From an optimization exercise on the open Yosys and OpenROAD flow, aimed at small area and a short achievable clock period; shortcuts taken in it are not production practice. Only simulation tests tie the RTL to the original design; equivalence was not proved. No activity file was given, so power comes from the tool's default toggle rates.

==> module spi_mem_slave, before the edit <==
module spi_mem_slave #(
    parameter int unsigned CPOL       = 0,
    parameter int unsigned CPHA       = 0,
    parameter int unsigned MSB_FIRST  = 0,
    parameter int unsigned ADDR_BYTES = 2,
    parameter int unsigned MEM_AW     = 8
) (
    input  logic       CLK,
    input  logic       nRESET,
    input  logic       nCS,
    input  logic       SCK,
    input  logic       MOSI,
    output logic       MISO,
    output logic       MISO_OE,
    output logic       busy,
    output logic       rx_valid,
    output logic [7:0] rx_byte,
    output logic       frame_err
);
    logic       s_addr, s_cmd, s_wr, s_rd, a2;
    logic [7:0] tgt, tgt_n;
    logic       byte_done, byte_done_o, frame_end, active, tx_load, rx_zero;
    logic [7:0] tx_byte, rx_data;
    spi_bit_engine #(
        .CPOL      (CPOL),
        .CPHA      (CPHA),
        .MSB_FIRST (MSB_FIRST)
    ) u_engine (
        .clk       (CLK),
        .rst_n     (nRESET),
        .cs_n      (nCS),
        .sck       (SCK),
        .mosi      (MOSI),
        .tx_load   (tx_load),
        .tx_byte   (tx_byte),
        .miso      (MISO),
        .active    (active),
        .byte_done (byte_done_o),
        .byte_done_i (byte_done),
        .frame_end (frame_end),
        .frame_err (frame_err),
        .rx_byte   (rx_byte),
        .rx_data   (rx_data),
        .rx_zero   (rx_zero)
    );
    assign busy     = active;
    assign MISO_OE  = active;
    assign rx_valid = byte_done_o;
    logic       sel_ld, sel_inc, sel_hold;
    logic [7:0] tgt_inc;
    assign tgt_inc = tgt + 8'd1;
    always_comb begin
        sel_ld  = byte_done && s_addr && !a2 && !frame_end;
        sel_inc = byte_done && ((s_cmd && rx_zero) || s_rd || s_wr) && !frame_end;
        sel_hold = !sel_ld && !sel_inc && !frame_end;
        tgt_n = ({8{sel_ld}} & rx_data) | ({8{sel_inc}} & tgt_inc) | ({8{sel_hold}} & tgt);
    end
    always_ff @(posedge CLK or negedge nRESET) begin
        if (!nRESET) begin
            s_addr  <= 1'b1;
            s_cmd   <= 1'b0;
            s_wr    <= 1'b0;
            s_rd    <= 1'b0;
            a2      <= 1'b0;
            tgt     <= '0;
            tx_load <= 1'b0;
        end else begin
            tgt     <= tgt_n;
            tx_load <= byte_done | frame_end;
            if (byte_done) begin
                if (s_addr) begin
                    a2 <= !a2;
                    if (a2) begin
                        s_addr <= 1'b0;
                        s_cmd  <= 1'b1;
                    end
                end
                if (s_cmd) begin
                    s_cmd <= 1'b0;
                    s_rd  <= rx_zero;
                    s_wr  <= !rx_zero;
                end
            end
            if (frame_end) begin
                s_addr <= 1'b1;
                s_cmd  <= 1'b0;
                s_wr   <= 1'b0;
                s_rd   <= 1'b0;
                a2     <= 1'b0;
            end
        end
    end
    logic [3:0]   hp;           
    logic         wv;           
    logic [7:0]   wd;
    logic [3:0]   wrow;         
    logic [3:0]   wlo, wlo_n;   
    logic         wfire;        
    logic         wissue;
    logic         rm;           
    logic [3:0]   rrow;         
    logic [7:0]   pf;
    logic [127:0] heads;
    assign wissue = byte_done & s_wr;
    assign wlo_n  = wissue ? tgt[3:0] : wlo;
    always_ff @(posedge CLK) begin
        hp   <= hp - 4'd1;
        wlo  <= wlo_n;
        wfire <= (wissue || (wv && !wfire)) && ((wlo_n + 4'd2) == hp);
        if (wissue) begin
            wv   <= 1'b1;
            wd   <= rx_data;
            wrow <= tgt[7:4];
        end else if (wfire) begin
            wv   <= 1'b0;
        end
        rm   <= frame_end ? (hp == 4'd1)
              : sel_ld    ? ((rx_data[3:0] + 4'd1) == hp)
              : sel_inc   ? ((tgt[3:0] + 4'd2) == hp)
              :             ((tgt[3:0] + 4'd1) == hp);
        rrow <= tgt_n[7:4];
        if (rm)
            pf <= heads[{rrow, 3'd0} +: 8];
    end
    for (genvar r = 0; r < 16; r++) begin : g_row
        logic [127:0] q;        
        always_ff @(posedge CLK)
            q <= {q[119:0], (wfire && wrow == 4'(r)) ? wd : q[127:120]};
        assign heads[8*r +: 8] = q[7:0];
    end
    always_comb begin
        tx_byte = spi_mem_pkg::IDLE_TX;
        if (s_rd)
            tx_byte = pf;
    end
endmodule
Settings: LEC_CHECK=0, ABC_CLOCK_PERIOD_IN_PS=1800, CAP_MARGIN=20, CORE_MARGIN=2, CORE_UTILIZATION=55, CTS_BUF_LIST=sky130_fd_sc_hd__clkbuf_16, CTS_CLUSTER_DIAMETER=100, CTS_CLUSTER_SIZE=30, PLACE_DENSITY=0.7, SETUP_SLACK_MARGIN=2.1, SLEW_MARGIN=20; clock period 4.0 ns.
run.sh (not shown) runs the stock make flow with config.mk's settings and CLKGATE_MAP_FILE= SYNTH_SCRIPT=/design/flow/synth_recipe.tcl, a recipe that flattens the netlist after the stock synthesis.
Then changed:
--- a/flow/design.v
+++ b/flow/design.v
@@ -190,47 +190,46 @@
             end
         end
     end
     logic [3:0]   hp;           
     logic         wv;           
-    logic [7:0]   wd;
+    logic [7:0]   bf;           
     logic [3:0]   wrow;         
     logic [3:0]   wlo, wlo_n;   
     logic         wfire;        
     logic         wissue;
     logic         rm;           
     logic [3:0]   rrow;         
-    logic [7:0]   pf;
     logic [127:0] heads;
     assign wissue = byte_done & s_wr;
     assign wlo_n  = wissue ? tgt[3:0] : wlo;
     always_ff @(posedge CLK) begin
         hp   <= hp - 4'd1;
         wlo  <= wlo_n;
         wfire <= (wissue || (wv && !wfire)) && ((wlo_n + 4'd2) == hp);
         if (wissue) begin
             wv   <= 1'b1;
-            wd   <= rx_data;
+            bf   <= rx_data;
             wrow <= tgt[7:4];
         end else if (wfire) begin
             wv   <= 1'b0;
         end
         rm   <= frame_end ? (hp == 4'd1)
               : sel_ld    ? ((rx_data[3:0] + 4'd1) == hp)
               : sel_inc   ? ((tgt[3:0] + 4'd2) == hp)
               :             ((tgt[3:0] + 4'd1) == hp);
         rrow <= tgt_n[7:4];
-        if (rm)
-            pf <= heads[{rrow, 3'd0} +: 8];
+        if (rm && !wissue && (!wv || wfire))
+            bf <= heads[{rrow, 3'd0} +: 8];
     end
     for (genvar r = 0; r < 16; r++) begin : g_row
         logic [127:0] q;        
         always_ff @(posedge CLK)
-            q <= {q[119:0], (wfire && wrow == 4'(r)) ? wd : q[127:120]};
+            q <= {q[119:0], (wfire && wrow == 4'(r)) ? bf : q[127:120]};
         assign heads[8*r +: 8] = q[7:0];
     end
     always_comb begin
         tx_byte = spi_mem_pkg::IDLE_TX;
         if (s_rd)
-            tx_byte = pf;
+            tx_byte = bf;
     end
 endmodule
Result:
- power falls by 0.78%
- die area decreases by 0.45%
- core utilization stays flat
- setup slack degrades by 0.14 ns
- global-route usage falls by 0.59 points
- sequential share of layout area drops by 0.45 points

-- separate check: timing with driven ports --
The flow's constraints put no driver on any port. The routed layouts listed below were extracted and timed again, unchanged, in two steps. Step 1, drivers: a clkbuf_16 drives CLK and a buf_2 each remaining input, both assumed. Step 2 adds t to the input delays and takes it off the output delays; t is the mean of the earliest and latest rising clock arrival at the registers after step 1. Input paths then give back, and output paths get back, about the clock's delay inside the block. a / b / c = no drivers / after step 1 / after step 2; a / b = the first two.
| run | t, ns | setup slack, ns | clock arrival spread, ns |
|---|---|---|---|
| the first run | 0.718 | 1.965 / 1.903 / 2.037 | 0.033 / 0.033 |
| the second run | 0.710 | 1.830 / 1.830 / 1.830 | 0.035 / 0.035 |
After both steps setup and hold are still met in every run listed.
